Context: an optimization exercise on an open-source flow, tuned for small area, a short achievable clock period and few clock cycles. The choices shown serve that exercise and are no tape-out recipe.
RTL that was checked went through simulation tests only; none was proved equivalent to the original.
For run 1, only the layout was checked, not whether the RTL still works.
Power figures rest on the tool's default switching activity, not on a simulated workload.

## flow/design.v (module list and top-level ports; edited modules follow where they fit)
// module csa_level: 49 lines
// module param_wallace_multiplier: 3585 lines
module param_wallace_multiplier
#(
    parameter int WIDTH = 32
) (
    input  logic                 clk,
    input  logic                 rst,
    input  logic [WIDTH-1:0]     a,
    input  logic [WIDTH-1:0]     b,
    input  logic                 signed_mode,
    input  logic                 in_valid,
    output logic                 in_ready,
    output logic [2*WIDTH-1:0]   product,
    output logic                 out_valid,
    input  logic                 out_ready
);
  // ...
==> flow/flow/run.sh <==
#!/bin/bash
# Own layout flow: the standard ORFS flow, with Yosys's generic "abc -fast"
# inside "synth" skipped (SYNTH_ARGS=-noabc). That pass re-maps the
# XOR3/majority full-adder logic before ORFS's extract_fa, which then finds the
# adders in inverted form and leaves an inverter on most adder-to-adder nets.
# Everything else (registers, their names, the final ABC mapping, floorplan,
# placement, CTS, routing) is the standard flow.
set -euo pipefail
bash standard.sh SYNTH_ARGS=-noabc finish > standard_flow.log 2>&1
==> flow/standard.sh <==
#!/bin/bash
# synth_recipe.tcl (not shown) runs the flow's synth.tcl, then flattens the netlist and writes it again
# the make line also repeats each setting of config.mk as NAME=value (left out here)
make -C /OpenROAD-flow-scripts/flow DESIGN_CONFIG=/design/flow/config.mk WORK_HOME=/design/flow/orfs CLKGATE_MAP_FILE= SYNTH_SCRIPT=/design/flow/synth_recipe.tcl "${@:-finish}"
==> flow/config.mk <==
export PLATFORM = sky130hd
export DESIGN_NAME = param_wallace_multiplier
export DESIGN_NICKNAME = param_wallace_multiplier
export VERILOG_FILES = /design/flow/design.v
export SDC_FILE = /design/flow/constraint.sdc
export NUM_CORES = 4
export LEC_CHECK = 0
export ABC_CLOCK_PERIOD_IN_PS = 5000
export CAP_MARGIN = 20
export CORE_MARGIN = 2
export CORE_UTILIZATION = 40
export SETUP_SLACK_MARGIN = 4.5
export SLEW_MARGIN = 20
==> flow/constraint.sdc <==
create_clock -name core_clock -period 10.0 [get_ports {clk}]
set_input_delay 2.0000 -clock core_clock [delete_from_list [all_inputs] [get_ports {clk}]]
set_output_delay 2.0000 -clock core_clock [all_outputs]
set_load 0.01 [all_outputs]
==> summary.txt, run 1 <==
Top Layer Used: met5
Sequential cell area fraction in the yosys report: 15.3%
Top flop regs: r_q: 147 flops, v_q: 1 flops
DP Cell Count: 3755
Fraction of area in registers: 11.9%
Top power group: combinational logic
Avg WL per Cell: 29.8 um
Top Family by Delay on Critical Path: compound AO/OA/AOI/OAI gates
Commonest non-fill, non-tap cells in the layout: xnor2_1 (416), o22ai_1 (378), fa_1 (366), edfxtp_1 (147), buf_4 (146)
Ys flop type: edfxtp_1
I/O pin cnt: 135
Clock network power: 0.695 mW
CP Cell Sequence: fa_1, fa_2, ha_4, nand2_2, o211ai_1, a21oi_2, nand4b_1, a31oi_4, buf_6, o2111ai_4, a31oi_4, buf_6, mux2i_1, a2111oi_2, buf_2
GR Overflow Total: 0
Syn Area/Cell: 10.1 um^2
1st-pass router iterations: 8
Syn. warnings: 1
Seq pwr share: 9.5%
Setup Crit Path Kind: register to primary output
First DRT Iteration DRCs: 3808
GR Util met2: 46.8%
First-pass GRT wire length: 170000 um
Worst setup EP type: primary output
CP startpoint: r_q[34]
Asr flop ratio synth: 0%
Switch Pwr: 8.36 mW
Final setup TNS: 0 ns
Fin crit period: 6.66 ns
Hold buffer count at CTS: 0
Worst Path Buf+Inv: 3
Status: complete, no violations
==> inputs of run 2 (changes only) <==
--- a/flow/design.v
+++ b/flow/design.v
@@ -96,4 +96,4 @@
 );
-    logic [146:0] r_q;
-    logic [146:0] r_d;
+    logic [131:0] r_q;
+    logic [131:0] r_d;
     logic        v_q;
@@ -2647,2 +2647,4 @@
     assign c198 = (s193 & c176) | (s193 & s195) | (c176 & s195);
+    assign s199 = c178 ^ s197;
+    assign c200 = c178 & s197;
     assign s201 = pp_0_21 ^ pp_1_19 ^ pp_2_17;
@@ -2665,2 +2667,4 @@
     assign c218 = (s213 & c196) | (s213 & s215) | (c196 & s215);
+    assign s219 = c198 ^ s217;
+    assign c220 = c198 & s217;
     assign s221 = neg_11 ^ pp_0_22 ^ pp_1_20;
@@ -2685,2 +2689,4 @@
     assign c240 = (s235 & c216) | (s235 & s237) | (c216 & s237);
+    assign s241 = c218 ^ s239;
+    assign c242 = c218 & s239;
     assign s243 = pp_0_23 ^ pp_1_21 ^ pp_2_19;
@@ -2705,2 +2711,4 @@
     assign c262 = (s257 & c238) | (s257 & s259) | (c238 & s259);
+    assign s263 = c240 ^ s261;
+    assign c264 = c240 & s261;
     assign s265 = neg_12 ^ pp_0_24 ^ pp_1_22;
@@ -2727,2 +2735,4 @@
     assign c286 = (s281 & c260) | (s281 & s283) | (c260 & s283);
+    assign s287 = c262 ^ s285;
+    assign c288 = c262 & s285;
     assign s289 = pp_0_25 ^ pp_1_23 ^ pp_2_21;
@@ -2749,2 +2759,4 @@
     assign c310 = (s305 & c284) | (s305 & s307) | (c284 & s307);
+    assign s311 = c286 ^ s309;
+    assign c312 = c286 & s309;
     assign s313 = neg_13 ^ pp_0_26 ^ pp_1_24;
@@ -2773,2 +2785,4 @@
     assign c336 = (s331 & c308) | (s331 & s333) | (c308 & s333);
+    assign s337 = c310 ^ s335;
+    assign c338 = c310 & s335;
     assign s339 = pp_0_27 ^ pp_1_25 ^ pp_2_23;
@@ -2797,2 +2811,4 @@
     assign c362 = (c334 & s357) | (c334 & s359) | (s357 & s359);
+    assign s363 = c336 ^ s361;
+    assign c364 = c336 & s361;
     assign s365 = neg_14 ^ pp_0_28 ^ pp_1_26;
@@ -2821,2 +2837,6 @@
     assign c388 = (s381 & s383) | (s381 & c358) | (s383 & c358);
+    assign s389 = c360 ^ s385 ^ s387;
+    assign c390 = (c360 & s385) | (c360 & s387) | (s385 & s387);
+    assign s391 = c362 ^ c364;
+    assign c392 = c362 & c364;
     assign s393 = pp_0_29 ^ pp_1_27 ^ pp_2_25;
@@ -2845,2 +2865,6 @@
     assign c416 = (s409 & s411) | (s409 & c386) | (s411 & c386);
+    assign s417 = s413 ^ c388 ^ s415;
+    assign c418 = (s413 & c388) | (s413 & s415) | (c388 & s415);
+    assign s419 = c390 ^ s417;
+    assign c420 = c390 & s417;
     assign s421 = neg_15 ^ pp_0_30 ^ pp_1_28;
@@ -2871,2 +2895,4 @@
     assign c446 = (s439 & s441) | (s439 & c414) | (s441 & c414);
+    assign s447 = s443 ^ c416 ^ s445;
+    assign c448 = (s443 & c416) | (s443 & s445) | (c416 & s445);
     assign s451 = pp_0_31 ^ pp_1_29 ^ pp_2_27;
@@ -2897,2 +2923,4 @@
     assign c476 = (s469 & s471) | (s469 & c444) | (s471 & c444);
+    assign s477 = s473 ^ c446 ^ s475;
+    assign c478 = (s473 & c446) | (s473 & s475) | (c446 & s475);
     assign s481 = neg_16 ^ pp_0_32 ^ pp_1_30;
@@ -2925,2 +2953,4 @@
     assign c508 = (s501 & s503) | (s501 & c474) | (s503 & c474);
+    assign s509 = s505 ^ c476 ^ s507;
+    assign c510 = (s505 & c476) | (s505 & s507) | (c476 & s507);
     assign s513 = 1'b1 ^ pp_0_33 ^ pp_1_31;
@@ -2953,2 +2983,4 @@
     assign c540 = (s533 & s535) | (s533 & c504) | (s535 & c504);
+    assign s541 = c506 ^ s537 ^ s539;
+    assign c542 = (c506 & s537) | (c506 & s539) | (s537 & s539);
     assign s545 = 1'b1 ^ pp_1_32 ^ pp_2_30;
@@ -2981,2 +3013,6 @@
     assign c572 = (s565 & s567) | (s565 & c538) | (s567 & c538);
+    assign s573 = s569 ^ c540 ^ s571;
+    assign c574 = (s569 & c540) | (s569 & s571) | (c540 & s571);
+    assign s575 = c542 ^ s573;
+    assign c576 = c542 & s573;
     assign s577 = pp_1_33 ^ pp_2_31 ^ pp_3_29;
@@ -3035,2 +3071,6 @@
     assign c632 = (s625 & c600) | (s625 & s627) | (c600 & s627);
+    assign s633 = c602 ^ s629 ^ s631;
+    assign c634 = (c602 & s629) | (c602 & s631) | (s629 & s631);
+    assign s635 = c604 ^ s633;
+    assign c636 = c604 & s633;
     assign s637 = pp_2_33 ^ pp_3_31 ^ pp_4_29;
@@ -3059,2 +3099,4 @@
     assign c660 = (s653 & s655) | (s653 & c628) | (s655 & c628);
+    assign s661 = c630 ^ s657 ^ c632;
+    assign c662 = (c630 & s657) | (c630 & c632) | (s657 & c632);
     assign s665 = 1'b1 ^ pp_3_32 ^ pp_4_30;
@@ -3083,2 +3125,6 @@
     assign c688 = (s681 & s683) | (s681 & c658) | (s683 & c658);
+    assign s689 = s685 ^ c660 ^ s687;
+    assign c690 = (s685 & c660) | (s685 & s687) | (c660 & s687);
+    assign s691 = c662 ^ s689;
+    assign c692 = c662 & s689;
     assign s693 = pp_3_33 ^ pp_4_31 ^ pp_5_29;
@@ -3129,2 +3175,6 @@
     assign c740 = (s733 & s735) | (s733 & c712) | (s735 & c712);
+    assign s741 = c714 ^ s737 ^ s739;
+    assign c742 = (c714 & s737) | (c714 & s739) | (s737 & s739);
+    assign s743 = c716 ^ s741;
+    assign c744 = c716 & s741;
     assign s745 = pp_4_33 ^ pp_5_31 ^ pp_6_29;
@@ -3173,2 +3223,4 @@
     assign c790 = (s785 & c764) | (s785 & s787) | (c764 & s787);
+    assign s791 = c766 ^ s789;
+    assign c792 = c766 & s789;
     assign s793 = pp_5_33 ^ pp_6_31 ^ pp_7_29;
@@ -3193,2 +3245,4 @@
     assign c812 = (c786 & s807) | (c786 & c788) | (s807 & c788);
+    assign s813 = s809 ^ c790 ^ s811;
+    assign c814 = (s809 & c790) | (s809 & s811) | (c790 & s811);
     assign s815 = 1'b1 ^ pp_6_32 ^ pp_7_30;
@@ -3213,2 +3267,4 @@
     assign c834 = (s829 & c810) | (s829 & s831) | (c810 & s831);
+    assign s835 = c812 ^ s833;
+    assign c836 = c812 & s833;
     assign s837 = pp_6_33 ^ pp_7_31 ^ pp_8_29;
@@ -3231,2 +3287,4 @@
     assign c854 = (c830 & s849) | (c830 & c832) | (s849 & c832);
+    assign s855 = s851 ^ c834 ^ s853;
+    assign c856 = (s851 & c834) | (s851 & s853) | (c834 & s853);
     assign s857 = 1'b1 ^ pp_7_32 ^ pp_8_30;
@@ -3249,2 +3307,4 @@
     assign c874 = (s869 & c852) | (s869 & s871) | (c852 & s871);
+    assign s875 = c854 ^ s873;
+    assign c876 = c854 & s873;
     assign s877 = pp_7_33 ^ pp_8_31 ^ pp_9_29;
@@ -3265,2 +3325,4 @@
     assign c892 = (c870 & s887) | (c870 & c872) | (s887 & c872);
+    assign s893 = s889 ^ c874 ^ s891;
+    assign c894 = (s889 & c874) | (s889 & s891) | (c874 & s891);
     assign s895 = 1'b1 ^ pp_8_32 ^ pp_9_30;
@@ -3281,2 +3343,4 @@
     assign c910 = (s905 & c890) | (s905 & s907) | (c890 & s907);
+    assign s911 = c892 ^ s909;
+    assign c912 = c892 & s909;
     assign s913 = pp_8_33 ^ pp_9_31 ^ pp_10_29;
@@ -3295,2 +3359,4 @@
     assign c926 = (s921 & c906) | (s921 & s923) | (c906 & s923);
+    assign s927 = c908 ^ s925 ^ c910;
+    assign c928 = (c908 & s925) | (c908 & c910) | (s925 & c910);
     assign s929 = 1'b1 ^ pp_9_32 ^ pp_10_30;
@@ -3420,149 +3486,134 @@
     assign s1053 = pp_15_33 ^ pp_16_31 ^ c1050;
-    assign r_d[0] = c178;
-    assign r_d[1] = s197;
-    assign r_d[2] = c198;
-    assign r_d[3] = s217;
-    assign r_d[4] = c218;
-    assign r_d[5] = s239;
-    assign r_d[6] = c240;
-    assign r_d[7] = s261;
-    assign r_d[8] = c262;
-    assign r_d[9] = s285;
-    assign r_d[10] = c286;
-    assign r_d[11] = s309;
-    assign r_d[12] = c310;
-    assign r_d[13] = s335;
-    assign r_d[14] = c336;
-    assign r_d[15] = s361;
-    assign r_d[16] = c360;
-    assign r_d[17] = s385;
-    assign r_d[18] = s387;
-    assign r_d[19] = c362;
-    assign r_d[20] = s413;
-    assign r_d[21] = c388;
-    assign r_d[22] = s415;
-    assign r_d[23] = s443;
-    assign r_d[24] = c416;
-    assign r_d[25] = s445;
-    assign r_d[26] = s473;
-    assign r_d[27] = c446;
-    assign r_d[28] = s475;
-    assign r_d[29] = s505;
-    assign r_d[30] = c476;
-    assign r_d[31] = s507;
-    assign r_d[32] = c506;
-    assign r_d[33] = s537;
-    assign r_d[34] = s539;
-    assign r_d[35] = c508;
-    assign r_d[36] = s569;
-    assign r_d[37] = c540;
-    assign r_d[38] = s571;
-    assign r_d[39] = c572;
-    assign r_d[40] = s603;
-    assign r_d[41] = c602;
-    assign r_d[42] = s629;
-    assign r_d[43] = s631;
-    assign r_d[44] = c604;
-    assign r_d[45] = c630;
-    assign r_d[46] = s657;
-    assign r_d[47] = c632;
-    assign r_d[48] = s659;
-    assign r_d[49] = s685;
-    assign r_d[50] = c660;
-    assign r_d[51] = s687;
-    assign r_d[52] = c688;
-    assign r_d[53] = s715;
-    assign r_d[54] = c714;
-    assign r_d[55] = s737;
-    assign r_d[56] = s739;
-    assign r_d[57] = c716;
-    assign r_d[58] = c740;
-    assign r_d[59] = s765;
-    assign r_d[60] = c766;
-    assign r_d[61] = s789;
-    assign r_d[62] = s809;
-    assign r_d[63] = c790;
-    assign r_d[64] = s811;
-    assign r_d[65] = c812;
-    assign r_d[66] = s833;
-    assign r_d[67] = s851;
-    assign r_d[68] = c834;
-    assign r_d[69] = s853;
-    assign r_d[70] = c854;
-    assign r_d[71] = s873;
-    assign r_d[72] = s889;
-    assign r_d[73] = c874;
-    assign r_d[74] = s891;
-    assign r_d[75] = c892;
-    assign r_d[76] = s909;
-    assign r_d[77] = c908;
-    assign r_d[78] = s925;
-    assign r_d[79] = c910;
-    assign r_d[80] = pp_0_0;
-    assign r_d[81] = neg_0;
-    assign r_d[82] = pp_0_1;
-    assign r_d[83] = pp_1_0;
-    assign r_d[84] = s1;
-    assign r_d[85] = c2;
-    assign r_d[86] = s3;
-    assign r_d[87] = s5;
-    assign r_d[88] = s7;
-    assign r_d[89] = s9;
-    assign r_d[90] = s11;
-    assign r_d[91] = s15;
-    assign r_d[92] = s17;
-    assign r_d[93] = s21;
-    assign r_d[94] = s23;
-    assign r_d[95] = c24;
-    assign r_d[96] = s31;
-    assign r_d[97] = s37;
-    assign r_d[98] = s39;
-    assign r_d[99] = s47;
-    assign r_d[100] = s49;
-    assign r_d[101] = c50;
-    assign r_d[102] = s59;
-    assign r_d[103] = c60;
-    assign r_d[104] = s71;
-    assign r_d[105] = s81;
-    assign r_d[106] = s83;
-    assign r_d[107] = c84;
-    assign r_d[108] = s97;
-    assign r_d[109] = c98;
-    assign r_d[110] = s111;
-    assign r_d[111] = c112;
-    assign r_d[112] = s127;
-    assign r_d[113] = c128;
-    assign r_d[114] = s143;
-    assign r_d[115] = c144;
-    assign r_d[116] = s161;
-    assign r_d[117] = s177;
-    assign r_d[118] = s179;
-    assign r_d[119] = c180;
-    assign r_d[120] = s943;
-    assign r_d[121] = c944;
-    assign r_d[122] = s957;
-    assign r_d[123] = c958;
-    assign r_d[124] = s971;
-    assign r_d[125] = c972;
-    assign r_d[126] = s983;
-    assign r_d[127] = c984;
-    assign r_d[128] = s995;
-    assign r_d[129] = c996;
-    assign r_d[130] = s1005;
-    assign r_d[131] = c1006;
-    assign r_d[132] = s1015;
-    assign r_d[133] = c1016;
-    assign r_d[134] = s1023;
-    assign r_d[135] = c1024;
-    assign r_d[136] = s1031;
-    assign r_d[137] = c1032;
-    assign r_d[138] = s1037;
-    assign r_d[139] = c1038;
-    assign r_d[140] = s1043;
-    assign r_d[141] = c1044;
-    assign r_d[142] = s1047;
-    assign r_d[143] = c1048;
-    assign r_d[144] = s1051;
-    assign r_d[145] = c1052;
-    assign r_d[146] = s1053;
+    assign r_d[0] = c418;
+    assign r_d[1] = s447;
+    assign r_d[2] = c448;
+    assign r_d[3] = s477;
+    assign r_d[4] = c478;
+    assign r_d[5] = s509;
+    assign r_d[6] = c508;
+    assign r_d[7] = s541;
+    assign r_d[8] = c510;
+    assign r_d[9] = c572;
+    assign r_d[10] = s603;
+    assign r_d[11] = c574;
+    assign r_d[12] = s659;
+    assign r_d[13] = c634;
+    assign r_d[14] = s661;
+    assign r_d[15] = c688;
+    assign r_d[16] = s715;
+    assign r_d[17] = c690;
+    assign r_d[18] = c740;
+    assign r_d[19] = s765;
+    assign r_d[20] = c742;
+    assign r_d[21] = pp_0_0;
+    assign r_d[22] = neg_0;
+    assign r_d[23] = pp_0_1;
+    assign r_d[24] = pp_1_0;
+    assign r_d[25] = s1;
+    assign r_d[26] = c2;
+    assign r_d[27] = s3;
+    assign r_d[28] = s5;
+    assign r_d[29] = s7;
+    assign r_d[30] = s9;
+    assign r_d[31] = s11;
+    assign r_d[32] = s15;
+    assign r_d[33] = s17;
+    assign r_d[34] = s21;
+    assign r_d[35] = s23;
+    assign r_d[36] = c24;
+    assign r_d[37] = s31;
+    assign r_d[38] = s37;
+    assign r_d[39] = s39;
+    assign r_d[40] = s47;
+    assign r_d[41] = s49;
+    assign r_d[42] = c50;
+    assign r_d[43] = s59;
+    assign r_d[44] = c60;
+    assign r_d[45] = s71;
+    assign r_d[46] = s81;
+    assign r_d[47] = s83;
+    assign r_d[48] = c84;
+    assign r_d[49] = s97;
+    assign r_d[50] = c98;
+    assign r_d[51] = s111;
+    assign r_d[52] = c112;
+    assign r_d[53] = s127;
+    assign r_d[54] = c128;
+    assign r_d[55] = s143;
+    assign r_d[56] = c144;
+    assign r_d[57] = s161;
+    assign r_d[58] = s177;
+    assign r_d[59] = s179;
+    assign r_d[60] = c180;
+    assign r_d[61] = s199;
+    assign r_d[62] = c200;
+    assign r_d[63] = s219;
+    assign r_d[64] = c220;
+    assign r_d[65] = s241;
+    assign r_d[66] = c242;
+    assign r_d[67] = s263;
+    assign r_d[68] = c264;
+    assign r_d[69] = s287;
+    assign r_d[70] = c288;
+    assign r_d[71] = s311;
+    assign r_d[72] = c312;
+    assign r_d[73] = s337;
+    assign r_d[74] = c338;
+    assign r_d[75] = s363;
+    assign r_d[76] = s389;
+    assign r_d[77] = s391;
+    assign r_d[78] = c392;
+    assign r_d[79] = s419;
+    assign r_d[80] = c420;
+    assign r_d[81] = s575;
+    assign r_d[82] = c576;
+    assign r_d[83] = s635;
+    assign r_d[84] = c636;
+    assign r_d[85] = s691;
+    assign r_d[86] = c692;
+    assign r_d[87] = s743;
+    assign r_d[88] = c744;
+    assign r_d[89] = s791;
+    assign r_d[90] = c792;
+    assign r_d[91] = s813;
+    assign r_d[92] = c814;
+    assign r_d[93] = s835;
+    assign r_d[94] = c836;
+    assign r_d[95] = s855;
+    assign r_d[96] = c856;
+    assign r_d[97] = s875;
+    assign r_d[98] = c876;
+    assign r_d[99] = s893;
+    assign r_d[100] = c894;
+    assign r_d[101] = s911;
+    assign r_d[102] = c912;
+    assign r_d[103] = s927;
+    assign r_d[104] = c928;
+    assign r_d[105] = s943;
+    assign r_d[106] = c944;
+    assign r_d[107] = s957;
+    assign r_d[108] = c958;
+    assign r_d[109] = s971;
+    assign r_d[110] = c972;
+    assign r_d[111] = s983;
+    assign r_d[112] = c984;
+    assign r_d[113] = s995;
+    assign r_d[114] = c996;
+    assign r_d[115] = s1005;
+    assign r_d[116] = c1006;
+    assign r_d[117] = s1015;
+    assign r_d[118] = c1016;
+    assign r_d[119] = s1023;
+    assign r_d[120] = c1024;
+    assign r_d[121] = s1031;
+    assign r_d[122] = c1032;
+    assign r_d[123] = s1037;
+    assign r_d[124] = c1038;
+    assign r_d[125] = s1043;
+    assign r_d[126] = c1044;
+    assign r_d[127] = s1047;
+    assign r_d[128] = c1048;
+    assign r_d[129] = s1051;
+    assign r_d[130] = c1052;
+    assign r_d[131] = s1053;
     always_ff @(posedge clk) begin
@@ -3579,86 +3630,20 @@
     end
-    assign s199 = r_q[0] ^ r_q[1];
-    assign c200 = r_q[0] & r_q[1];
-    assign s219 = r_q[2] ^ r_q[3];
-    assign c220 = r_q[2] & r_q[3];
-    assign s241 = r_q[4] ^ r_q[5];
-    assign c242 = r_q[4] & r_q[5];
-    assign s263 = r_q[6] ^ r_q[7];
-    assign c264 = r_q[6] & r_q[7];
-    assign s287 = r_q[8] ^ r_q[9];
-    assign c288 = r_q[8] & r_q[9];
-    assign s311 = r_q[10] ^ r_q[11];
-    assign c312 = r_q[10] & r_q[11];
-    assign s337 = r_q[12] ^ r_q[13];
-    assign c338 = r_q[12] & r_q[13];
-    assign s363 = r_q[14] ^ r_q[15];
-    assign c364 = r_q[14] & r_q[15];
-    assign s389 = r_q[16] ^ r_q[17] ^ r_q[18];
-    assign c390 = (r_q[16] & r_q[17]) | (r_q[16] & r_q[18]) | (r_q[17] & r_q[18]);
-    assign s391 = r_q[19] ^ c364;
-    assign c392 = r_q[19] & c364;
-    assign s417 = r_q[20] ^ r_q[21] ^ r_q[22];
-    assign c418 = (r_q[20] & r_q[21]) | (r_q[20] & r_q[22]) | (r_q[21] & r_q[22]);
-    assign s419 = c390 ^ s417;
-    assign c420 = c390 & s417;
-    assign s447 = r_q[23] ^ r_q[24] ^ r_q[25];
-    assign c448 = (r_q[23] & r_q[24]) | (r_q[23] & r_q[25]) | (r_q[24] & r_q[25]);
-    assign s449 = c418 ^ s447;
-    assign c450 = c418 & s447;
-    assign s477 = r_q[26] ^ r_q[27] ^ r_q[28];
-    assign c478 = (r_q[26] & r_q[27]) | (r_q[26] & r_q[28]) | (r_q[27] & r_q[28]);
-    assign s479 = c448 ^ s477;
-    assign c480 = c448 & s477;
-    assign s509 = r_q[29] ^ r_q[30] ^ r_q[31];
-    assign c510 = (r_q[29] & r_q[30]) | (r_q[29] & r_q[31]) | (r_q[30] & r_q[31]);
-    assign s511 = c478 ^ s509;
-    assign c512 = c478 & s509;
-    assign s541 = r_q[32] ^ r_q[33] ^ r_q[34];
-    assign c542 = (r_q[32] & r_q[33]) | (r_q[32] & r_q[34]) | (r_q[33] & r_q[34]);
-    assign s543 = r_q[35] ^ s541 ^ c510;
-    assign c544 = (r_q[35] & s541) | (r_q[35] & c510) | (s541 & c510);
-    assign s573 = r_q[36] ^ r_q[37] ^ r_q[38];
-    assign c574 = (r_q[36] & r_q[37]) | (r_q[36] & r_q[38]) | (r_q[37] & r_q[38]);
-    assign s575 = c542 ^ s573;
-    assign c576 = c542 & s573;
-    assign s605 = r_q[39] ^ r_q[40] ^ c574;
-    assign c606 = (r_q[39] & r_q[40]) | (r_q[39] & c574) | (r_q[40] & c574);
-    assign s633 = r_q[41] ^ r_q[42] ^ r_q[43];
-    assign c634 = (r_q[41] & r_q[42]) | (r_q[41] & r_q[43]) | (r_q[42] & r_q[43]);
-    assign s635 = r_q[44] ^ s633;
-    assign c636 = r_q[44] & s633;
-    assign s661 = r_q[45] ^ r_q[46] ^ r_q[47];
-    assign c662 = (r_q[45] & r_q[46]) | (r_q[45] & r_q[47]) | (r_q[46] & r_q[47]);
-    assign s663 = r_q[48] ^ c634 ^ s661;
-    assign c664 = (r_q[48] & c634) | (r_q[48] & s661) | (c634 & s661);
-    assign s689 = r_q[49] ^ r_q[50] ^ r_q[51];
-    assign c690 = (r_q[49] & r_q[50]) | (r_q[49] & r_q[51]) | (r_q[50] & r_q[51]);
-    assign s691 = c662 ^ s689;
-    assign c692 = c662 & s689;
-    assign s717 = r_q[52] ^ r_q[53] ^ c690;
-    assign c718 = (r_q[52] & r_q[53]) | (r_q[52] & c690) | (r_q[53] & c690);
-    assign s741 = r_q[54] ^ r_q[55] ^ r_q[56];
-    assign c742 = (r_q[54] & r_q[55]) | (r_q[54] & r_q[56]) | (r_q[55] & r_q[56]);
-    assign s743 = r_q[57] ^ s741;
-    assign c744 = r_q[57] & s741;
-    assign s767 = r_q[58] ^ r_q[59] ^ c742;
-    assign c768 = (r_q[58] & r_q[59]) | (r_q[58] & c742) | (r_q[59] & c742);
-    assign s791 = r_q[60] ^ r_q[61];
-    assign c792 = r_q[60] & r_q[61];
-    assign s813 = r_q[62] ^ r_q[63] ^ r_q[64];
-    assign c814 = (r_q[62] & r_q[63]) | (r_q[62] & r_q[64]) | (r_q[63] & r_q[64]);
-    assign s835 = r_q[65] ^ r_q[66];
-    assign c836 = r_q[65] & r_q[66];
-    assign s855 = r_q[67] ^ r_q[68] ^ r_q[69];
-    assign c856 = (r_q[67] & r_q[68]) | (r_q[67] & r_q[69]) | (r_q[68] & r_q[69]);
-    assign s875 = r_q[70] ^ r_q[71];
-    assign c876 = r_q[70] & r_q[71];
-    assign s893 = r_q[72] ^ r_q[73] ^ r_q[74];
-    assign c894 = (r_q[72] & r_q[73]) | (r_q[72] & r_q[74]) | (r_q[73] & r_q[74]);
-    assign s911 = r_q[75] ^ r_q[76];
-    assign c912 = r_q[75] & r_q[76];
-    assign s927 = r_q[77] ^ r_q[78] ^ r_q[79];
-    assign c928 = (r_q[77] & r_q[78]) | (r_q[77] & r_q[79]) | (r_q[78] & r_q[79]);
-    assign row_x = {r_q[145], r_q[143], r_q[141], r_q[139], r_q[137], r_q[135], r_q[133], r_q[131], r_q[129], r_q[127], r_q[125], r_q[123], r_q[121], c928, c912, c894, c876, c856, c836, c814, c792, c768, c744, c718, c692, c664, c636, c606, c576, c544, c512, c480, c450, c420, c392, s389, c338, c312, c288, c264, c242, c220, c200, r_q[119], r_q[117], r_q[115], r_q[113], r_q[111], r_q[109], r_q[107], r_q[105], r_q[103], r_q[101], r_q[99], r_q[97], r_q[95], r_q[93], r_q[91], r_q[89], r_q[87], r_q[85], r_q[83], r_q[82], r_q[80]};
-    assign row_y = {r_q[146], r_q[144], r_q[142], r_q[140], r_q[138], r_q[136], r_q[134], r_q[132], r_q[130], r_q[128], r_q[126], r_q[124], r_q[122], r_q[120], s927, s911, s893, s875, s855, s835, s813, s791, s767, s743, s717, s691, s663, s635, s605, s575, s543, s511, s479, s449, s419, s391, s363, s337, s311, s287, s263, s241, s219, s199, r_q[118], r_q[116], r_q[114], r_q[112], r_q[110], r_q[108], r_q[106], r_q[104], r_q[102], r_q[100], r_q[98], r_q[96], r_q[94], r_q[92], r_q[90], r_q[88], r_q[86], r_q[84], 1'b0, r_q[81]};
+    assign s449 = r_q[0] ^ r_q[1];
+    assign c450 = r_q[0] & r_q[1];
+    assign s479 = r_q[2] ^ r_q[3];
+    assign c480 = r_q[2] & r_q[3];
+    assign s511 = r_q[4] ^ r_q[5];
+    assign c512 = r_q[4] & r_q[5];
+    assign s543 = r_q[6] ^ r_q[7] ^ r_q[8];
+    assign c544 = (r_q[6] & r_q[7]) | (r_q[6] & r_q[8]) | (r_q[7] & r_q[8]);
+    assign s605 = r_q[9] ^ r_q[10] ^ r_q[11];
+    assign c606 = (r_q[9] & r_q[10]) | (r_q[9] & r_q[11]) | (r_q[10] & r_q[11]);
+    assign s663 = r_q[12] ^ r_q[13] ^ r_q[14];
+    assign c664 = (r_q[12] & r_q[13]) | (r_q[12] & r_q[14]) | (r_q[13] & r_q[14]);
+    assign s717 = r_q[15] ^ r_q[16] ^ r_q[17];
+    assign c718 = (r_q[15] & r_q[16]) | (r_q[15] & r_q[17]) | (r_q[16] & r_q[17]);
+    assign s767 = r_q[18] ^ r_q[19] ^ r_q[20];
+    assign c768 = (r_q[18] & r_q[19]) | (r_q[18] & r_q[20]) | (r_q[19] & r_q[20]);
+    assign row_x = {r_q[130], r_q[128], r_q[126], r_q[124], r_q[122], r_q[120], r_q[118], r_q[116], r_q[114], r_q[112], r_q[110], r_q[108], r_q[106], r_q[104], r_q[102], r_q[100], r_q[98], r_q[96], r_q[94], r_q[92], r_q[90], c768, r_q[88], c718, r_q[86], c664, r_q[84], c606, r_q[82], c544, c512, c480, c450, r_q[80], r_q[78], r_q[76], r_q[74], r_q[72], r_q[70], r_q[68], r_q[66], r_q[64], r_q[62], r_q[60], r_q[58], r_q[56], r_q[54], r_q[52], r_q[50], r_q[48], r_q[46], r_q[44], r_q[42], r_q[40], r_q[38], r_q[36], r_q[34], r_q[32], r_q[30], r_q[28], r_q[26], r_q[24], r_q[23], r_q[21]};
+    assign row_y = {r_q[131], r_q[129], r_q[127], r_q[125], r_q[123], r_q[121], r_q[119], r_q[117], r_q[115], r_q[113], r_q[111], r_q[109], r_q[107], r_q[105], r_q[103], r_q[101], r_q[99], r_q[97], r_q[95], r_q[93], r_q[91], r_q[89], s767, r_q[87], s717, r_q[85], s663, r_q[83], s605, r_q[81], s543, s511, s479, s449, r_q[79], r_q[77], r_q[75], r_q[73], r_q[71], r_q[69], r_q[67], r_q[65], r_q[63], r_q[61], r_q[59], r_q[57], r_q[55], r_q[53], r_q[51], r_q[49], r_q[47], r_q[45], r_q[43], r_q[41], r_q[39], r_q[37], r_q[35], r_q[33], r_q[31], r_q[29], r_q[27], r_q[25], 1'b0, r_q[22]};
     assign product   = row_x + row_y;
==> summary.txt, run 2 <==
Post-DRT Antenna Nets: 0
Commonest non-fill, non-tap cell in the layout: xnor2_1
Hold Crit Class: register to register
WP data arrival: 6.06 ns
CTS Buffer Depth: 2
Worst setup EP type: register
Slowest-stage cell, CP: fa_2
Clock transition at the registers of the reported paths: 0.08 ns
Top-area cell type share of the netlist area: 32.3%
Endpoints failing setup: 0
Pwr Density: 359 nW/um^2
Hold buffer count at CTS: 0 (unchanged)
Clock Sinks: 133
Total global-route track usage: 32.7%
Crit path top cell by count: fa_2
Total power: 15.4 mW
# nets final: 3970
Worst r2r src: v_q
Synthesized Nets: 3557
Ys flop type: edfxtp_1
Gpl congestion: 0.938
First-pass GRT wire length: 179000 um (+5.4%)
Hold path start: v_q
RSZ-0062 raised after global routing: yes
CP Cell Sequence: buf_12, ha_4, nor2b_4, buf_12, buf_16, xnor2_1, o22ai_1, fa_2, fa_2, fa_2, fa_2, fa_2, ha_4
DRC: 0
Setup Crit Path Kind: input pin to register
Final setup TNS: 0 ns (unchanged)
DP Cell Count: 3775 (+0.53%)
Max FFs per register: 132
CP startpoint: b[3]
Syn Area/Cell: 9.99 um^2 (-1.3%)
IO Port Bufs: 134
Site row count: 98
Area post-placement: 32200 um^2
Synth-to-layout area growth: 49.0%
Root Buffer: clkbuf_16
Placement Setup Slack: 2.43 ns
I/O pin cnt: 135 (unchanged)
Sequential cell area fraction in the yosys report: 13.8% (-1.4 points)
Die Ht: 272 um
Mapped Area: 28800 um^2
Initial Utilization: 40.3%
Setup ws final: 4.17 ns
Syn Inst Count: 2882
Largest net degree at the start of global routing: 71
CP startpoint kind: input pin
Share of cells above drive strength 1: 44.2%
Final period util: 58.3%
Total CTS buffers: 17
GR Overflow Total: 0 (unchanged)
Worst Path Buf+Inv: 3 (unchanged)
Slew @ Worst Pin: 0.991 ns
Routed WL: 128000 um
Max Fclk: 172 MHz
Number of synthesized register bits: 133
Syn. warnings: 1 (unchanged)
1st-pass router iterations: 7 (-1)
Asr flop ratio synth: 0% (unchanged)
Status: complete, no violations
Hpwl dp: 78700 um
Top Family by Delay on Critical Path: adder cells
Max-cap violations: 0
Cell with the most instances after synthesis: xnor2_1
Worst Skew: 0.0190 ns
Top reg by flops: r_q
H-tree levels: 4
Die ar.: 74100 um^2
Synth area leaders: fa_1 (32%), xnor2_1 (16%), edfxtp_1 (14%), o22ai_1 (9.5%), ha_1 (6.2%)
Post-layout instance area: 42900 um^2
Rel. slew slack: 33.9%
CTS tree: yes
VDD IR max: 0.000406 V
Final hold vios: 0
Max incr delay on CP: 0.59 ns
Fin crit period: 5.83 ns (-0.833 ns)
Leading cell types by count after synthesis: xnor2_1 (526), fa_1 (464), o22ai_1 (437)
Required @ worst endpoint: 10.24 ns
First DRT Iteration DRCs: 3198 (-16%)
Fin. max-slew vios: 0
CP max FO: 4
Clock latency (worst-skew pair): 0.49 ns
Top flop regs: r_q: 132 flops, v_q: 1 flops
Initial antenna violation count: 3
Core Footprint: 71400 um^2
Leakage power: 16.5 nW
DR vias/cell: 6.46
Unique masters post-synth: 72
Vias in the first global route: 28100
Final non-filler cell total: 4259
Top cell type by total area after synthesis: fa_1
Avg WL per Cell: 30.1 um (+1.2%)
Commonest non-fill, non-tap cells in the layout: xnor2_1 (308), o22ai_1 (301), buf_4 (288), fa_2 (259), fa_1 (205)
Vias: 27500
Post-synth EDFFs: 132
Die Span X: 272 um
==> run 2: cell types whose count changed in the layout (fill, tap and decap cells not counted), sizes merged, moves of 9 or more <==
cell,previous run,this run
buf,327,560
edfxtp,147,132
nor2,100,112
and4,10,1
clkinv,7,19
xnor2,492,526
xor2,95,60
a21o,31,45
o21bai,9,22
clkdlybuf4s50,45,36
clkbuf,41,26
==> run 2: area by class of cell <==
class                   instances  area [um^2]
flip-flops and latches        133         3980
well taps                     950         1190
multi-input cells            2383        28900
repair inverters                9          138
inverters                     105          524
repair buffers                646         7600
clock inverters                15          131
fillers                      5462        28500
clock buffers                  17          425
diodes                          1         2.50
==> run 2: power breakdown <==
part | internal [mW] | total [mW] | switching [mW]
sequential | 1.53 | 1.66 | 0.133
clock | 0.342 | 0.648 | 0.306
combinational | 6.15 | 13.1 | 6.96
==> run 2: logic make-up (layout without fill, tap and decap cells) <==
| group | after synthesis | after routing | synth area share [%] |
|---|---|---|---|
| buffers and inverters | 374 | 792 | 4.90 |
| XOR/XNOR | 586 | 586 | 17.8 |
| AO/OA/AOI/OAI | 839 | 839 | 19.0 |
| other | 0 | 1 | 0 |
| flip-flops | 133 | 133 | 13.8 |
| AND/OR/NAND/NOR | 315 | 323 | 4.98 |
| adder cells (fa/ha/maj) | 606 | 606 | 38.4 |
| multiplexers | 29 | 29 | 1.01 |
==> run 2: per-layer routing <==
layer / wire length (um) / track usage, % / vias up
met5: 75 / 0 / -
met4: 10800 / 21.1 / 8
met3: 14600 / 8.62 / 638
met2: 57500 / 51.2 / 1976
met1: 45400 / 39.9 / 13800
li1: - / - / 11100
==> run 2: metrics by stage <==
stage               hold WS [ns]  utilization (%)
floorplan                   1.49                -
global placement           0.745             45.1
detailed placement         0.750             45.1
CTS                        0.758             56.1
global route               0.766             60.1
finish                     0.737             60.1
==> run 2: worst paths after layout <==
check	slack, ns	end	depth (start not counted)
setup / recovery	4.17	r_q[79]	13
hold / removal	0.74	r_q[21]	1
setup reg to reg	7.17	r_q[114]	4
hold reg to reg	0.74	r_q[21]	1
==> run 2: timing repair <==
action | in CTS | in global routing
setup endpoints to repair | 148 | 96
gates cloned | 41 | 5
resized for setup | 1057 | 324
buffers inserted | 293 | 112
pin swaps | 304 | 210
Testbench counts of run 2, summed over its fixed seeds: cycles 2,408.
==> inputs of run 3 (changes only) <==
--- a/flow/config.mk
+++ b/flow/config.mk
@@ -11,3 +11,3 @@
 export CORE_UTILIZATION = 40
-export SETUP_SLACK_MARGIN = 4.5
+export SETUP_SLACK_MARGIN = 3.0
 export SLEW_MARGIN = 20
==> summary.txt, run 3 <==
Worst setup EP type: register
1st-pass router iterations: 7 (unchanged)
Slew @ Worst Pin: 1.24 ns (+0.245 ns)
VDD IR max: 0.000250 V (-38%)
Largest net degree at the start of global routing: 60 (-15%)
Number of synthesized register bits: 133 (unchanged)
Max-cap violations: 0 (unchanged)
Final setup TNS: 0 ns (unchanged)
RSZ-0062 raised after global routing: no
Commonest non-fill, non-tap cells in the layout: xnor2_1 (525), fa_1 (464), o22ai_1 (436), ha_1 (141), edfxtp_1 (132)
Max Fclk: 146 MHz (-15%)
CTS Buffer Depth: 2 (unchanged)
Max incr delay on CP: 0.57 ns (-0.02 ns)
Initial Utilization: 40.3% (unchanged)
I/O pin cnt: 135 (unchanged)
Status: complete, no violations
Core Footprint: 71400 um^2 (unchanged)
Ys flop type: edfxtp_1
Clock Sinks: 133 (unchanged)
Clock latency (worst-skew pair): 0.50 ns (about the same)
CP Cell Sequence: clkdlybuf4s50_1, ha_1, clkinvlp_4, buf_4, o22ai_1, fa_1, fa_1, fa_1, fa_1, fa_1, fa_1, ha_1
Share of cells above drive strength 1: 7.57% (-37 points)
DRC: 0 (unchanged)
Commonest non-fill, non-tap cell in the layout: xnor2_1
Clock transition at the registers of the reported paths: 0.06 ns (-0.02 ns)
Rel. slew slack: 16.7% (-17 points)
Fill count: 6742 (+23%)
Leading cell types by count after synthesis: xnor2_1 (526), fa_1 (464), o22ai_1 (437)
Logic pwr share: 81.0% (-4.0 points)
Syn. warnings: 1 (unchanged)
Syn Area/Cell: 9.99 um^2 (unchanged)
Asr flop ratio synth: 0% (unchanged)
Final hold vios: 0 (unchanged)
Top reg by flops: r_q
Top-area cell type share of the netlist area: 32.3% (unchanged)
Die Span X: 272 um (unchanged)
Pwr Density: 389 nW/um^2 (+8.3%)
Worst Path Buf+Inv: 3 (unchanged)
Gpl congestion: 0.992 (+5.7%)
Crit path top cell by count: fa_1
Initial antenna violation count: 3 (unchanged)
Syn Inst Count: 2882 (unchanged)
Top cell type by total area after synthesis: fa_1
CP startpoint kind: input pin
Cell with the most instances after synthesis: xnor2_1
Vias in the first global route: 24900 (-11%)
Post-synth EDFFs: 132 (unchanged)
Total global-route track usage: 27.6% (-5.1 points)
Internal: 6.52 mW (-19%)
Fin Hold WS: 1.13 ns (+0.392 ns)
Slowest-stage cell, CP: clkdlybuf4s50_1
Seq pwr share: 13.4% (+2.6 points)
First-pass GRT wire length: 154000 um (-14%)
Sw Share: 47.7% (-0.30 points)
Clock network fraction of design power: 5.6% (+1.4 points)
CTS tree: yes
Fin. max-slew vios: 0 (unchanged)
Synthesized Nets: 3557 (unchanged)
Die Ht: 272 um (unchanged)
Synth-to-layout area growth: 11.2%
Post-DRT Antenna Nets: 0 (unchanged)
Max FFs per register: 132 (unchanged)
IO Port Bufs: 134 (unchanged)
DR vias/cell: 6.24 (-3.5%)
Unique masters post-synth: 72 (unchanged)
Final period util: 68.6% (+10 points)
Switch Pwr: 5.94 mW (-20%)
Hpwl dp: 79000 um (+0.39%)
Mapped Area: 28800 um^2 (unchanged)
Avg WL per Cell: 26.8 um (-11%)
Setup Crit Path Kind: input pin to register
GR Overflow Total: 0 (unchanged)
Routed WL: 103000 um (-20%)
Site row count: 98 (unchanged)
CP max FO: 17 (+13)
Required @ worst endpoint: 10.24 ns (about the same)
Hold Crit Class: register to register
Top Family by Delay on Critical Path: adder cells
Worst Skew: 0.00789 ns (-0.0111 ns)
# nets final: 3555 (-10%)
Leakage power: 12.1 nW (-27%)
Synth area leaders: fa_1 (32%), xnor2_1 (16%), edfxtp_1 (14%), o22ai_1 (9.5%), ha_1 (6.2%)
Vias: 24000 (-13%)
WP data arrival: 7.11 ns (+1.05 ns)
Total CTS buffers: 17 (unchanged)
First DRT Iteration DRCs: 2379 (-26%)
H-tree levels: 4 (unchanged)
Fin crit period: 6.86 ns (+1.04 ns)
Root Buffer: clkbuf_16
Sequential cell area fraction in the yosys report: 13.8% (unchanged)
Die ar.: 74100 um^2 (unchanged)
Top flop regs: r_q: 132 flops, v_q: 1 flops
Endpoints failing setup: 0 (unchanged)
run 3: cell counts after synthesis:
No cell type changed its count.
run 3: worst register-to-register path, stage by stage, from the launching register on:
cell and delay [ns]:
dfxtp_1 0.34, nand2b_4 0.54, buf_4 0.52, buf_4 0.78
run 3: area by class of cell:
class	instances	area (um^2)	area share, %
Tap cell	950	1190	3.71
Clock buffer	18	429	1.34
Sequential cell	133	3980	12.4
Timing Repair Buffer	240	2140	6.69
Clock inverter	13	183	0.571
Multi-Input combinational cell	2383	23700	74.0
Inverter	105	405	1.27
Antenna cell	2	5.00	0.0156
run 3: worst paths after layout:
check                           startpoint  endpoint  slack (ns)  depth (start not counted)
worst max-delay path                  b[3]   r_q[79]        3.14                         12
worst min-delay path                   v_q   r_q[45]        1.13                          1
worst max register to register         v_q  r_q[107]        7.37                          3
worst min register to register         v_q   r_q[45]        1.13                          1
run 3: per-stage QoR:
step | setup WS (ns) | area, um^2 | std cells | util [%] | power (mW)
floorplan | 3.01 | 28800 | 2882 | - | 7.95
global placement | 1.99 | 30900 | 3771 | 43.3 | 11.6
detailed placement | 1.94 | 30900 | 3771 | 43.3 | 11.7
CTS | 2.98 | 31500 | 3805 | 44.2 | 12.5
global route | 3.01 | 32000 | 3844 | 44.8 | 13.7
finish | 3.14 | 32000 | 3844 | 44.8 | 12.5
run 3: routing by layer:
layer / global-route usage [%] / vias up / part of all wire [%]
li1: - / 10300 / -
met2: 44.5 / 1327 / 47
met1: 35.1 / 12100 / 39
met3: 4.64 / 292 / 8.6
met5: 0 / - / 0
met4: 15.6 / 0 / 5.7
run 3: logic make-up (layout without fill, tap and decap cells):
| logic type | count (synthesis) | in the layout | synth area share, % |
|---|---|---|---|
| AO/OA/AOI/OAI | 839 | 839 | 19.0 |
| adder cells (fa/ha/maj) | 606 | 606 | 38.4 |
| XOR/XNOR | 586 | 586 | 17.8 |
| buffers and inverters | 374 | 376 | 4.90 |
| AND/OR/NAND/NOR | 315 | 323 | 4.98 |
| flip-flops | 133 | 133 | 13.8 |
| multiplexers | 29 | 29 | 1.01 |
| other | 0 | 2 | 0 |
run 3: what timing repair did:
action | in CTS | in global routing
buffers inserted | 2 | 30
pin swaps | 0 | 1
hold buffers | 0 | 0
gates cloned | 1 | 7
setup endpoints to repair | 34 | 25
endpoints found under the hold margin | 0 | 0
gates resized for setup | 8 | 20
run 3: power groups by stage:
| stage | sequential [mW] | clock [mW] | combinational [mW] |
|---|---|---|---|
| after detailed placement | 1.68 | 0 | 10.1 |
| after CTS | 1.67 | 0.708 | 10.1 |
| after floorplan | 1.60 | 0 | 6.35 |
| after global placement | 1.68 | 0 | 9.91 |
| after global routing | 1.68 | 0.725 | 11.3 |
| final | 1.67 | 0.693 | 10.1 |
==> inputs of run 4 (changes only) <==
--- a/flow/config.mk
+++ b/flow/config.mk
@@ -11,3 +11,3 @@
 export CORE_UTILIZATION = 40
-export SETUP_SLACK_MARGIN = 3.0
+export SETUP_SLACK_MARGIN = 3.8
 export SLEW_MARGIN = 20
==> summary.txt, run 4 <==
Fin crit period: 6.20 ns (-0.661 ns)
Initial antenna violation count: 0 (-3)
Fin. max-slew vios: 0 (unchanged)
IO Port Bufs: 134 (unchanged)
Leading cell types by count after synthesis: xnor2_1 (526), fa_1 (464), o22ai_1 (437)
Util after Layout: 48.1% (+3.3 points)
Cell depth of the worst flop-to-flop path: 3 (unchanged)
Unique masters post-synth: 72 (unchanged)
Synthesized Nets: 3557 (unchanged)
Post-synthesis simple-gate area fraction: 4.98% (unchanged)
Post-DRT Antenna Nets: 0 (unchanged)
Multiplexer area fraction after synthesis: 1.01% (unchanged)
Root Buffer: clkbuf_16
Final period util: 62.0% (-6.6 points)
Worst R2R End: r_q[100]
Initial Utilization: 40.3% (unchanged)
Max FFs per register: 132 (unchanged)
Total global-route track usage: 28.6% (+1.0 points)
DRC: 0 (unchanged)
Rel. slew slack: 31.5% (+15 points)
Leakage power: 13.1 nW (+8.2%)
CP startpoint kind: input pin
Flop2flop setup slack: 7.31 ns (-0.06 ns)
# nets final: 3624 (+1.9%)
DR vias/cell: 6.30 (+0.97%)
Share of cells above drive strength 1: 16.4% (+8.9 points)
Cell with the most instances after synthesis: xnor2_1
CP max FO: 5 (-12)
Hpwl dp: 78300 um (-0.87%)
GR Util met1: 35.2% (+0.13 points)
Seq. cell area: 3980 um^2 (unchanged)
Final setup TNS: 0 ns (unchanged)
Top cell type by total area after synthesis: fa_1
VDD IR max: 0.000229 V (-8.5%)
Vias: 24600 (+2.8%)
Largest family of logic cells by synthesized area: adder cells
Met3 Use GR: 6.92% (+2.3 points)
XOR/XNOR Fraction of Synth Area: 17.8% (unchanged)
First-pass GRT wire length: 160000 um (+3.6%)
Required @ worst endpoint: 10.23 ns (about the same)
RSZ-0062 raised after global routing: yes
CTS tree: yes
Slew @ Worst Pin: 1.02 ns (-0.213 ns)
First DRT Iteration DRCs: 2322 (-2.4%)
CP startpoint: b[24]
Final hold vios: 0 (unchanged)
Ys flop type: edfxtp_1
Vias in the first global route: 25900 (+4.1%)
Mapped Area: 28800 um^2 (unchanged)
Site row count: 98 (unchanged)
Syn. warnings: 1 (unchanged)
Hold Crit Class: register to register
Core Footprint: 71400 um^2 (unchanged)
GR Util met2: 46.9% (+2.4 points)
H-tree levels: 4 (unchanged)
Fill count: 6502 (-3.6%)
Status: complete, no violations
Top reg by flops: r_q
GR Overflow Total: 0 (unchanged)
Synth Area in Adders: 38.4% (unchanged)
Routed WL: 107000 um (+4.1%)
Die Ht: 272 um (unchanged)
Gpl congestion: 0.970 (-2.2%)
Global routing's busiest layer: met2
Die ar.: 74100 um^2 (unchanged)
Top-area cell type share of the netlist area: 32.3% (unchanged)
Sequential cell area fraction in the yosys report: 13.8% (unchanged)
Worst r2r src: v_q
Clock transition at the registers of the reported paths: 0.06 ns (about the same)
Endpoints failing setup: 0 (unchanged)
Total CTS buffers: 17 (unchanged)
WP data arrival: 6.44 ns (-0.67 ns)
Max Fclk: 161 MHz (+11%)
DP Cell Count: 3775 (+0.11%)
Synth area leaders: fa_1 (32%), xnor2_1 (16%), edfxtp_1 (14%), o22ai_1 (9.5%), ha_1 (6.2%)
Crit path to: r_q[85]
1st-pass router iterations: 6 (-1)
Pwr Density: 372 nW/um^2 (-4.4%)
Final non-filler cell total: 3913 (+1.8%)
Setup Crit Path Kind: input pin to register
Die Span X: 272 um (unchanged)
Syn Inst Count: 2882 (unchanged)
Avg WL per Cell: 27.4 um (+2.3%)
Commonest non-fill, non-tap cell in the layout: xnor2_1
Clock Sinks: 133 (unchanged)
Clock latency (worst-skew pair): 0.49 ns (about the same)
Area occupied by multi-input gates: 24900 um^2 (+5.4%)
I/O pin cnt: 135 (unchanged)
Worst Skew: 0.00752 ns (-0.000371 ns)
Top flop regs: r_q: 132 flops, v_q: 1 flops
Synth-to-layout area growth: 19.2%
Asr flop ratio synth: 0% (unchanged)
Max-cap violations: 0 (unchanged)
Largest net degree at the start of global routing: 54 (-10%)
Commonest non-fill, non-tap cells in the layout: xnor2_1 (468), fa_1 (427), o22ai_1 (408), edfxtp_1 (132), a21oi_1 (116)
Compound-cell area share of the yosys netlist: 19.0% (unchanged)
Post-synth EDFFs: 132 (unchanged)
Hold buffer count at CTS: 0 (unchanged)
Worst setup EP type: register
Syn Area/Cell: 9.99 um^2 (unchanged)
CTS Buffer Depth: 2 (unchanged)
Number of synthesized register bits: 133 (unchanged)
## run 4: power by group
part           internal, mW  leakage (nW)  total [mW]  switching, mW
logic                  4.83          11.4        10.5           5.65
registers              1.53          1.42        1.68          0.148
clock network         0.341         0.270       0.622          0.282
total                  6.69          13.1        12.8           6.08
## run 4: cell type report
class                      count  area share (%)
timing repair inverter         5           0.124
timing repair buffer         303            9.15
inverter                     105            1.38
clock buffer                  17            1.24
antenna                        1         0.00729
sequential                   133            11.6
multi-input combinational   2384            72.6
tap                          950            3.46
clock inverter                15           0.379
## run 4: how the worst min path moves through the flow
stage	cells past startpoint	startpoint	endpoint	slack [ns]
3_5_place_dp	2	v_q	v_q	1.18
6_report	2	v_q	v_q	1.17
4_1_cts	2	v_q	v_q	1.19
5_1_grt	2	v_q	v_q	1.29
3_3_place_gp	2	v_q	v_q	1.15
2_1_floorplan	1	rst	v_q	2.07
## run 4: repair_timing
action / CTS / global route
gates cloned: 12 / 8
pin swaps: 14 / 22
resized for setup: 165 / 221
setup endpoints to repair: 120 / 55
endpoints found under the hold margin: 0 / 0
buffers inserted: 55 / 30
## run 4: kinds of logic after synthesis
| kind of cell | Yosys count |
|---|---|
| compound gates | 839 |
| xor+xnor | 586 |
| fa+ha+maj | 606 |
| buf+inv | 374 |
| flops | 133 |
| mux | 29 |
| simple gates | 315 |
## run 4: per-stage QoR
stage                     total power [mW]  setup slack (ns)  hold slack (ns)  area (um^2)
after global placement                11.5              2.06             1.15        31000
final                                 12.8              3.80             1.17        34300
after floorplan                       7.98              3.75             2.07        29200
after detailed placement              11.7              1.96             1.18        31000
after CTS                             12.6              3.72             1.19        32900
after global routing                  14.0              3.67             1.29        34300
## run 4: worst max-delay path: stages
cell,delay (ns)
clkdlybuf4s50_1,0.54
ha_4,0.16
nor2b_4,0.04
buf_12,0.14
clkbuf_16,0.17
xnor2_1,0.27
o22ai_2,0.14
fa_1,0.44
fa_1,0.40
fa_1,0.47
fa_2,0.38
fa_1,0.55
fa_1,0.41
ha_1,0.30
## run 4: routing by layer
metal,share of wire (%),wire [um],up-vias
met1,38,40700,12500
met4,5.6,6050,0
li1,-,-,10400
met5,0,0,-
met2,47,50100,1432
met3,9.6,10200,331
==> inputs of run 5 (changes only) <==
--- a/flow/config.mk
+++ b/flow/config.mk
@@ -11,3 +11,3 @@
 export CORE_UTILIZATION = 40
-export SETUP_SLACK_MARGIN = 3.8
+export SETUP_SLACK_MARGIN = 4.15
 export SLEW_MARGIN = 20
==> summary.txt, run 5 <==
Worst setup EP type: register
Root Buffer: clkbuf_16
Slew @ Worst Pin: 0.970 ns (-0.0536 ns)
GR Overflow Total: 0 (unchanged)
Hpwl dp: 76500 um (-2.3%)
Clock latency (worst-skew pair): 0.49 ns (about the same)
CTS Buffer Depth: 2 (unchanged)
Final period util: 59.3% (-2.8 points)
Post-DRT Antenna Nets: 0 (unchanged)
Final setup TNS: 0 ns (unchanged)
RSZ-0062 raised after global routing: yes
Synth-to-layout area growth: 29.0%
Site row count: 98 (unchanged)
Status: complete, no violations
Die ar.: 74100 um^2 (unchanged)
Total power: 13.8 mW (+8.1%)
Clock transition at the registers of the reported paths: 0.06 ns (about the same)
Hold path start: v_q
Antenna Cells: 0 (-1)
Number of synthesized register bits: 133 (unchanged)
Total CTS buffers: 17 (unchanged)
1st-pass router iterations: 6 (unchanged)
Worst r2r src: v_q
H-tree levels: 4 (unchanged)
Avg WL per Cell: 27.4 um (about the same)
Ys flop type: edfxtp_1
Vias: 25400 (+3.0%)
Worst R2R End: r_q[116]
Share of cells above drive strength 1: 26.7% (+10 points)
Slowest-stage cell, CP: fa_1
Pwr Density: 372 nW/um^2 (-0.15%)
Clock Sinks: 133 (unchanged)
Mapped Area: 28800 um^2 (unchanged)
Synth area leaders: fa_1 (32%), xnor2_1 (16%), edfxtp_1 (14%), o22ai_1 (9.5%), ha_1 (6.2%)
CP max FO: 14 (+9)
# nets final: 3743 (+3.3%)
I/O pin cnt: 135 (unchanged)
Final hold vios: 0 (unchanged)
Post-synth EDFFs: 132 (unchanged)
Largest net degree at the start of global routing: 51 (-5.6%)
DRC: 0 (unchanged)
Synthesized Nets: 3557 (unchanged)
Area occupied by multi-input gates: 26000 um^2 (+4.3%)
Hold buffer count at CTS: 0 (unchanged)
Cell depth of the worst flop-to-flop path: 3 (unchanged)
Die Span X: 272 um (unchanged)
Initial Utilization: 40.3% (unchanged)
Unique masters post-synth: 72 (unchanged)
DR vias/cell: 6.30 (about the same)
CP startpoint kind: input pin
Syn. warnings: 1 (unchanged)
Die Ht: 272 um (unchanged)
Seq. cell area: 3980 um^2 (unchanged)
Worst Skew: 0.0103 ns (+0.00275 ns)
Top cell type by total area after synthesis: fa_1
Routed WL: 110000 um (+3.0%)
First DRT Iteration DRCs: 2722 (+17%)
Top reg by flops: r_q
Top flop regs: r_q: 132 flops, v_q: 1 flops
Leakage power: 14.1 nW (+7.5%)
Commonest non-fill, non-tap cell in the layout: xnor2_1
Setup Crit Path Kind: input pin to register
WP data arrival: 6.17 ns (-0.27 ns)
Cell with the most instances after synthesis: xnor2_1
Total global-route track usage: 29.3% (+0.73 points)
IO Port Bufs: 134 (unchanged)
Syn Area/Cell: 9.99 um^2 (unchanged)
Fill count: 6195 (-4.7%)
Initial antenna violation count: 2 (+2)
Hold Crit Class: register to register
Max Fclk: 169 MHz (+4.6%)
Hold Path Stages: 2 (unchanged)
Flop2flop setup slack: 8.01 ns (+0.70 ns)
CTS tree: yes
Core Footprint: 71400 um^2 (unchanged)
Vias in the first global route: 26500 (+2.1%)
CP Cell Sequence: buf_2, buf_12, ha_4, nand2b_4, inv_16, xnor2_1, o22ai_1, fa_2, fa_1, fa_2, fa_2, fa_1, fa_1, ha_2
Hold Path Sink: v_q
Top-area cell type share of the netlist area: 32.3% (unchanged)
VDD IR max: 0.000282 V (+23%)
Syn Inst Count: 2882 (unchanged)
Leading cell types by count after synthesis: xnor2_1 (526), fa_1 (464), o22ai_1 (437)
Fin crit period: 5.93 ns (-0.275 ns)
Max-cap violations: 0 (unchanged)
Asr flop ratio synth: 0% (unchanged)
Fin. max-slew vios: 0 (unchanged)
Max FFs per register: 132 (unchanged)
Gpl congestion: 0.920 (-5.2%)
Sequential cell area fraction in the yosys report: 13.8% (unchanged)
Endpoints failing setup: 0 (unchanged)
Rel. slew slack: 35.4% (+3.9 points)
First-pass GRT wire length: 163000 um (+2.0%)
Commonest non-fill, non-tap cells in the layout: xnor2_1 (435), o22ai_1 (370), fa_1 (331), buf_4 (169), fa_2 (133)
Max incr delay on CP: 0.53 ns (-0.02 ns)
Required @ worst endpoint: 10.25 ns (+0.02 ns)
run 5: changes by cell type in the layout (fill, tap and decap cells not counted), sizes merged, moves of 3 or more:
cell           delta
clkbuf            +7
buf             +120
clkinv            +4
inv               -4
dlymetal6s2s     -10
clkdlybuf4s15     +5
nor2b             -3
clkdlybuf4s50    -10
bufbuf            +4
run 5: logic make-up (layout without fill, tap and decap cells):
group	count (synthesis)	after routing	share of synthesized area, %
multiplexers	29	29	1.01
XOR/XNOR	586	586	17.8
adder cells (fa/ha/maj)	606	606	38.4
flip-flops	133	133	13.8
buffers and inverters	374	566	4.90
AND/OR/NAND/NOR	315	320	4.98
AO/OA/AOI/OAI	839	839	19.0
run 5: final cells by class:
class	instances	share of cell area (%)
repair inverters	11	0.411
flip-flops and latches	133	10.7
clock inverters	12	0.350
clock buffers	18	1.16
repair buffers	420	12.8
inverters	105	1.40
well taps	950	3.20
multi-input cells	2380	70.0
run 5: metal layers:
metal  up-vias  part of all wire [%]  track usage, %
met1     12800                    38            36.5
met4         0                   6.2            15.9
met3       398                    10            7.56
met2      1552                    46            46.5
met5         -                     0               0
li1      10600                     -               -
run 5: repair_timing:
action                     CTS  global route
setup endpoints to repair  137            79
pin swaps                   93            97
setup buffers              128            66
gates resized for setup    466           303
cloned                      29             4
run 5: report_power, final:
part	internal (mW)	switching [mW]	leakage, nW	total, mW
Clock	0.363	0.273	0.274	0.636
Combinational	5.27	6.26	12.4	11.5
Sequential	1.53	0.115	1.42	1.64
run 5: through the flow:
| step | utilization, % | setup WS (ns) | instances | hold slack [ns] | cell area [um^2] |
|---|---|---|---|---|---|
| 2_1_floorplan | - | 3.71 | 2882 | 2.07 | 29800 |
| 3_3_place_gp | 44.0 | 2.14 | 3772 | 0.726 | 31400 |
| 3_5_place_dp | 44.0 | 2.03 | 3772 | 0.753 | 31400 |
| 4_1_cts | 49.5 | 3.97 | 3959 | 0.756 | 35300 |
| 5_1_grt | 52.1 | 4.02 | 4029 | 0.817 | 37200 |
| 6_report | 52.1 | 4.07 | 4029 | 0.737 | 37200 |
run 5: worst max-delay path by stage:
| stage | from | to | slack (ns) |
|---|---|---|---|
| after global routing | a[30] | r_q[87] | 4.02 |
| after detailed placement | b[27] | r_q[99] | 2.03 |
| final | b[1] | r_q[81] | 4.07 |
| after global placement | b[27] | r_q[99] | 2.14 |
| after floorplan | signed_mode | r_q[83] | 3.71 |
| after CTS | r_q[26] | product[55] | 3.97 |
run 5: critical path, delay by kind of cell:
| family | cells | cell delay (ns) |
|---|---|---|
| buffers and inverters | 3 | 0.44 |
| AOI/OAI and AO/OA | 1 | 0.18 |
| and+or+nand+nor | 1 | 0.20 |
| xor gates and xnor gates | 1 | 0.26 |
| adders and majority gates | 8 | 3.08 |
==> inputs of run 6 (changes only) <==
--- a/flow/config.mk
+++ b/flow/config.mk
@@ -11,3 +11,3 @@
 export CORE_UTILIZATION = 40
-export SETUP_SLACK_MARGIN = 4.15
+export SETUP_SLACK_MARGIN = 3.5
 export SLEW_MARGIN = 20
==> summary.txt, run 6 <==
Status: complete, no violations
Asr flop ratio synth: 0% (unchanged)
Number of synthesized register bits: 133 (unchanged)
Top flop regs: r_q: 132 flops, v_q: 1 flops
Sequential cell area fraction in the yosys report: 13.8% (unchanged)
CTS tree: yes
Max FFs per register: 132 (unchanged)
Largest net degree at the start of global routing: 69 (+35%)
Mapped Area: 28800 um^2 (unchanged)
DR vias/cell: 6.27 (-0.42%)
VDD IR max: 0.000241 V (-14%)
Hold buffer count at CTS: 0 (unchanged)
I/O pin cnt: 135 (unchanged)
Slew @ Worst Pin: 1.19 ns (+0.222 ns)
Ys flop type: edfxtp_1
Final non-filler cell total: 3894 (-3.4%)
Hold Crit Class: register to register
Syn Area/Cell: 9.99 um^2 (unchanged)
Post-layout instance area: 33100 um^2 (-11%)
Rel. slew slack: 19.7% (-16 points)
RSZ-0062 raised after global routing: yes
Die Span X: 272 um (unchanged)
Die Ht: 272 um (unchanged)
Synthesized Nets: 3557 (unchanged)
Avg WL per Cell: 27.1 um (-0.98%)
CTS Buffer Depth: 2 (unchanged)
Clock transition at the registers of the reported paths: 0.06 ns (about the same)
H-tree levels: 4 (unchanged)
Fin. max-slew vios: 0 (unchanged)
Leakage power: 12.6 nW (-11%)
Final period util: 64.4% (+5.1 points)
Max-cap violations: 0 (unchanged)
CP startpoint: b[10]
Post-DRT Antenna Nets: 0 (unchanged)
Required @ worst endpoint: 10.24 ns (about the same)
Post-synth EDFFs: 132 (unchanged)
Commonest non-fill, non-tap cells in the layout: xnor2_1 (507), fa_1 (463), o22ai_1 (429), edfxtp_1 (132), ha_1 (131)
Total global-route track usage: 28.5% (-0.79 points)
Final setup TNS: 0 ns (unchanged)
Hpwl dp: 78700 um (+3.0%)
Cell with the most instances after synthesis: xnor2_1
CP startpoint kind: input pin
# nets final: 3605 (-3.7%)
Share of cells above drive strength 1: 11.1% (-16 points)
Unique masters post-synth: 72 (unchanged)
Vias: 24400 (-3.8%)
DP Cell Count: 3770 (-0.053%)
Vias in the first global route: 25400 (-4.1%)
First DRT Iteration DRCs: 2309 (-15%)
GR Overflow Total: 0 (unchanged)
Top-area cell type share of the netlist area: 32.3% (unchanged)
Leading cell types by count after synthesis: xnor2_1 (526), fa_1 (464), o22ai_1 (437)
Synth-to-layout area growth: 15.0%
Routed WL: 106000 um (-4.3%)
1st-pass router iterations: 5 (-1)
Final hold vios: 0 (unchanged)
Gpl congestion: 0.991 (+7.8%)
Fin crit period: 6.44 ns (+0.510 ns)
Top reg by flops: r_q
Commonest non-fill, non-tap cell in the layout: xnor2_1
Hold path start: v_q
Core Footprint: 71400 um^2 (unchanged)
Worst r2r src: v_q
IO Port Bufs: 134 (unchanged)
Clock Sinks: 133 (unchanged)
First-pass GRT wire length: 159000 um (-2.6%)
DRC: 0 (unchanged)
WP data arrival: 6.68 ns (+0.51 ns)
Clock latency (worst-skew pair): 0.49 ns (about the same)
Syn Inst Count: 2882 (unchanged)
Worst Skew: 0.00869 ns (-0.00159 ns)
Top cell type by total area after synthesis: fa_1
Max Fclk: 155 MHz (-7.9%)
Area post-placement: 30900 um^2 (-1.6%)
Total CTS buffers: 17 (unchanged)
Die ar.: 74100 um^2 (unchanged)
Worst setup EP type: register
Initial Utilization: 40.3% (unchanged)
Synth area leaders: fa_1 (32%), xnor2_1 (16%), edfxtp_1 (14%), o22ai_1 (9.5%), ha_1 (6.2%)
Endpoints failing setup: 0 (unchanged)
Setup Crit Path Kind: input pin to register
Pwr Density: 380 nW/um^2 (+2.4%)
Syn. warnings: 1 (unchanged)
Root Buffer: clkbuf_16
CP max FO: 16 (+2)
Site row count: 98 (unchanged)
Initial antenna violation count: 1 (-1)
==> run 6: worst paths after layout <==
path	to	slack, ns	cells after the start
setup reg to reg	r_q[91]	7.41	3
setup / recovery	r_q[83]	3.56	13
hold / removal	r_q[43]	1.04	1
hold reg to reg	r_q[43]	1.04	1
==> run 6: final cells by class <==
| class | count | area [um^2] |
|---|---|---|
| Fill cell | 6699 | 38300 |
| Multi-Input combinational cell | 2380 | 24100 |
| Sequential cell | 133 | 3980 |
| Timing Repair Buffer | 288 | 2750 |
| Tap cell | 950 | 1190 |
| Inverter | 105 | 484 |
| Clock buffer | 18 | 429 |
| Clock inverter | 14 | 184 |
| Timing Repair inverter | 5 | 31.3 |
| Antenna cell | 1 | 2.50 |
==> run 6: where the power goes <==
group | switching, mW | internal [mW] | leakage (nW)
clock | 0.273 | 0.413 | 0.295
combinational | 5.58 | 4.65 | 10.9
sequential | 0.147 | 1.53 | 1.42
==> run 6: layer usage <==
layer | wire length, um | GRT usage (%) | part of all wire [%]
met5 | 0 | 0 | 0
met4 | 6840 | 16.8 | 6.5
met3 | 9620 | 7.07 | 9.1
met1 | 40300 | 34.9 | 38
met2 | 48800 | 45.6 | 46
==> run 6: cell families after synthesis <==
family                     share of synthesized area [%]
xor gates and xnor gates                            17.8
and+or+nand+nor                                     4.98
buffers and inverters                               4.90
muxes                                               1.01
AOI/OAI and AO/OA                                   19.0
DFF                                                 13.8
adders and majority gates                           38.4
==> run 6: repair_timing <==
item	CTS	global route
pin swaps	3	4
buffers inserted	41	38
resized for setup	82	76
endpoints found under the setup margin	98	42
endpoints found under the hold margin	0	0
cloned	11	1
==> run 6: worst max-delay path, stage by stage <==
cell and delay, ns:
clkdlybuf4s50_1 0.50, ha_1 0.15, nand2b_4 0.22, clkinv_8 0.17
xnor2_2 0.26, o22ai_1 0.16, fa_1 0.49, fa_1 0.47
fa_1 0.48, fa_1 0.46, fa_1 0.59, fa_1 0.42
ha_1 0.28
==> run 6: per-stage QoR <==
step           utilization, %  power, mW  worst slack [ns]  hold slack [ns]
4_1_cts                  45.4       12.5              3.48             1.06
5_1_grt                  46.4       13.8              3.42             1.10
6_report                 46.4       12.6              3.56             1.04
3_5_place_dp             43.3       11.7              1.88             1.06
2_1_floorplan               -       7.95              3.44             2.07
3_3_place_gp             43.3       11.5              1.91             1.05

-- port drivers added, routing unchanged --
Ports are ideal in the flow. The routed layouts listed here were re-timed in OpenROAD. Step 1, drivers: a clkbuf_16 drives clk and a buf_2 each remaining input, both assumed. Step 2 moves the port delays by t, midway between the first and last clock arrival at a register: inputs arrive t later, outputs are due t later. That takes back most of the time a late clock gives input paths. a / b / c = ideal ports / drivers / drivers and shift; a / b = the first two.
run | t, ns | setup slack, ns | cell pins on the clock port's net
run 1 | 0.577 | 3.341 / 3.277 / 3.854 | 1
run 2 | 0.552 | 4.175 / 4.179 / 3.627 | 1
run 3 | 0.556 | 3.136 / 3.174 / 2.618 | 1
run 4 | 0.548 | 3.797 / 3.828 / 3.280 | 1
run 5 | 0.558 | 4.073 / 4.065 / 3.559 | 1
run 6 | 0.554 | 3.562 / 3.552 / 3.033 | 1
After both steps every run listed still meets setup and hold. For run 2, which loses most, drivers alone change the setup slack by +0.004 ns; drivers and shift together by -0.548 ns.
